Background: an optimization exercise with open tools, aiming at small area, a short achievable clock period and few clock cycles. Do not read the settings as production practice.
Only simulation tests tie the RTL to the original design; equivalence was not proved.
Power figures rest on the tool's default switching activity, not on a simulated workload.

==> flow/design.v (excerpt) <==
module top_k_candidate_list_unit
(
    input  logic                 aclk,
    input  logic                 aresetn,
    input  logic                 s_tvalid,
    output logic                 s_tready,
    input  logic [S_TDATA_W-1:0] s_tdata,    
    input  logic [S_TUSER_W-1:0] s_tuser,    
    output logic                 m_tvalid,
    input  logic                 m_tready,
    output logic [M_TDATA_W-1:0] m_tdata,    
    output logic [M_TUSER_W-1:0] m_tuser,    
    output logic                 m_tlast
);
Size: about 1,600 cells after synthesis, ~360 flip-flops, about 84 I/O pins, ~20,000 um^2 of cells after synthesis.
export LEC_CHECK = 0
export CAP_MARGIN = 20
export CORE_MARGIN = 2
export CORE_UTILIZATION = 40
export CTS_CLUSTER_DIAMETER = 100
export CTS_CLUSTER_SIZE = 18
export SETUP_SLACK_MARGIN = 3.9
export SLEW_MARGIN = 20
create_clock -name core_clock -period 7.0 [get_ports {aclk}]
standard.sh (not shown) runs the stock make flow with config.mk's settings and CLKGATE_MAP_FILE= SYNTH_SCRIPT=/design/flow/synth_recipe.tcl, a recipe that flattens the netlist after the stock synthesis.
==> flow/flow/run.sh <==
#!/bin/bash
# The standard layout, with plain buffers (buf_1) on the ports in place of the
# delay buffers buffer_ports picks by default; timing repair resizes them where
# needed. Each tool's output goes to a log of its own under orfs/logs, and
# the make output to standard.log.
set -euo pipefail
export BUFFER_PORTS_ARGS="-buffer_cell sky130_fd_sc_hd__buf_1"
bash standard.sh > standard.log 2>&1
The starting point completed with no timing, DRC or antenna violations.
Testbench counts at the start, summed over its fixed seeds: cycles 13,741.
==> next run, changes <==
==> flow/run.sh (new file) <==
#!/bin/bash
# synth_recipe.tcl (not shown) runs the flow's synth.tcl, then flattens the netlist and writes it again
# the make line also repeats each setting of config.mk as NAME=value (left out here)
make -C /OpenROAD-flow-scripts/flow DESIGN_CONFIG=/design/flow/config.mk WORK_HOME=/design/flow/orfs CLKGATE_MAP_FILE= SYNTH_SCRIPT=/design/flow/synth_recipe.tcl finish
CTS_CLUSTER_DIAMETER = 120   (was 100)
CTS_CLUSTER_SIZE = 24   (was 18)
SETUP_SLACK_MARGIN = 3.7   (was 3.9)
removed: flow/flow/run.sh
removed: flow/standard.sh
The changed run finished with timing, DRC and antenna clean.
Routed wire length came out lower by 4.6%.
Count of clock-buffer cells in the layout came out lower by 11.
Register-to-register slack got worse by 0.24 ns.
==> next run, changes <==
==> flow/flow/run.sh (new file) <==
#!/bin/bash
# The standard layout, with plain buffers (buf_1) on the ports in place of the
# delay buffers buffer_ports picks by default; timing repair resizes them where
# needed. Each tool's output goes to a log of its own under orfs/logs, and
# the make output to standard.log.
set -euo pipefail
export BUFFER_PORTS_ARGS="-buffer_cell sky130_fd_sc_hd__buf_1"
bash standard.sh > standard.log 2>&1
==> flow/standard.sh (new file) <==
#!/bin/bash
# synth_recipe.tcl (not shown) runs the flow's synth.tcl, then flattens the netlist and writes it again
# the make line also repeats each setting of config.mk as NAME=value (left out here)
make -C /OpenROAD-flow-scripts/flow DESIGN_CONFIG=/design/flow/config.mk WORK_HOME=/design/flow/orfs CLKGATE_MAP_FILE= SYNTH_SCRIPT=/design/flow/synth_recipe.tcl "${@:-finish}"
CTS_CLUSTER_DIAMETER = 100   (was 120)
CTS_CLUSTER_SIZE = 18   (was 24)
removed: flow/run.sh
Effect: The changed run produced a clean layout; setup slack is better by 0.060 ns; sequential share of layout area rises by 2.1 points; clock power rises by roughly a tenth.

---

Setup of gamma:
Starting RTL as in the previous note.
==> flow/config.mk <==
export PLATFORM = sky130hd
export DESIGN_NAME = top_k_candidate_list_unit
export DESIGN_NICKNAME = top_k_candidate_list_unit
export VERILOG_FILES = /design/flow/design.v
export SDC_FILE = /design/flow/constraint.sdc
export NUM_CORES = 4
export LEC_CHECK = 0
export CAP_MARGIN = 20
export CORE_MARGIN = 2
export CORE_UTILIZATION = 55
export CTS_CLUSTER_DIAMETER = 100
export CTS_CLUSTER_SIZE = 18
export SETUP_SLACK_MARGIN = 3.8
export SLEW_MARGIN = 20
==> flow/constraint.sdc <==
create_clock -name core_clock -period 7.0 [get_ports {aclk}]
set_input_delay 1.4000 -clock core_clock [delete_from_list [all_inputs] [get_ports {aclk}]]
set_output_delay 1.4000 -clock core_clock [all_outputs]
set_load 0.01 [all_outputs]
==> flow/flow/run.sh <==
#!/bin/bash
# The standard layout, with plain buffers (buf_1) on the ports in place of the
# delay buffers buffer_ports picks by default; timing repair resizes them where
# needed. Each tool's output goes to a log of its own under orfs/logs, and
# the make output to standard.log.
set -euo pipefail
export BUFFER_PORTS_ARGS="-buffer_cell sky130_fd_sc_hd__buf_1"
bash standard.sh > standard.log 2>&1
gamma finished all stages; the layout is clean.
Testbench counts of gamma, summed over its fixed seeds: cycles 13,741.
[inputs] epsilon vs gamma
- CORE_UTILIZATION: 55 -> 40
==> summary.txt <==
Going from gamma to epsilon, non-clock buffer count went up by 3; wire length reported by the detailed router up 2200 um.
Compared to gamma, epsilon has final critical-path share of the clock period 0.22 points higher.
[compare] base=gamma new=epsilon: proportion of layout cells with a drive suffix above 1 moved up, overall die area moved up.
In the metrics for epsilon and gamma, the one carrying the higher logic depth of the worst setup path including buffers is gamma.
Final cell count up 208 in epsilon wrt gamma
Worst hold-check slack: epsilon better than gamma
Combinational group share of total power: epsilon vs gamma — no meaningful difference

[separate check: timing with driven ports]
The flow's constraints put no driver on any port. The routed layouts listed below were extracted and timed again, unchanged, in two steps. Step 1 sets driving cells, clkbuf_16 on the clock port and buf_2 on the other inputs (assumed; they add their load-dependent delay and slew). Step 2, shift: input delay + t, output delay - t, t = (earliest + latest rising clock arrival at the registers) / 2. This alone moves slack from input paths to output paths. Slacks: ideal ports / drivers / drivers and shift; pairs: ideal ports / drivers.
run | t (ns) | setup WS [ns] | worst hold slack (ns) | slew at the worst register clock pin (ns)
the first run of note 1 | 0.634 | 3.778 / 3.719 / 3.327 | 0.609 / 0.609 / 0.609 | 0.10 / 0.10
the second run of note 1 | 0.601 | 3.649 / 3.685 / 3.084 | 0.582 / 0.582 / 0.582 | 0.11 / 0.11
the third run of note 1 | 0.623 | 3.709 / 3.704 / 3.110 | 0.642 / 0.642 / 0.642 | 0.10 / 0.10
gamma | 0.593 | 3.795 / 3.741 / 3.255 | 0.621 / 0.621 / 0.621 | 0.09 / 0.09
epsilon | 0.621 | 3.780 / 3.715 / 3.259 | 0.632 / 0.632 / 0.632 | 0.09 / 0.09
After both steps every run listed still meets setup and hold. For the third run of note 1, which loses most, drivers alone change the setup slack by -0.005 ns; drivers and shift together by -0.599 ns.
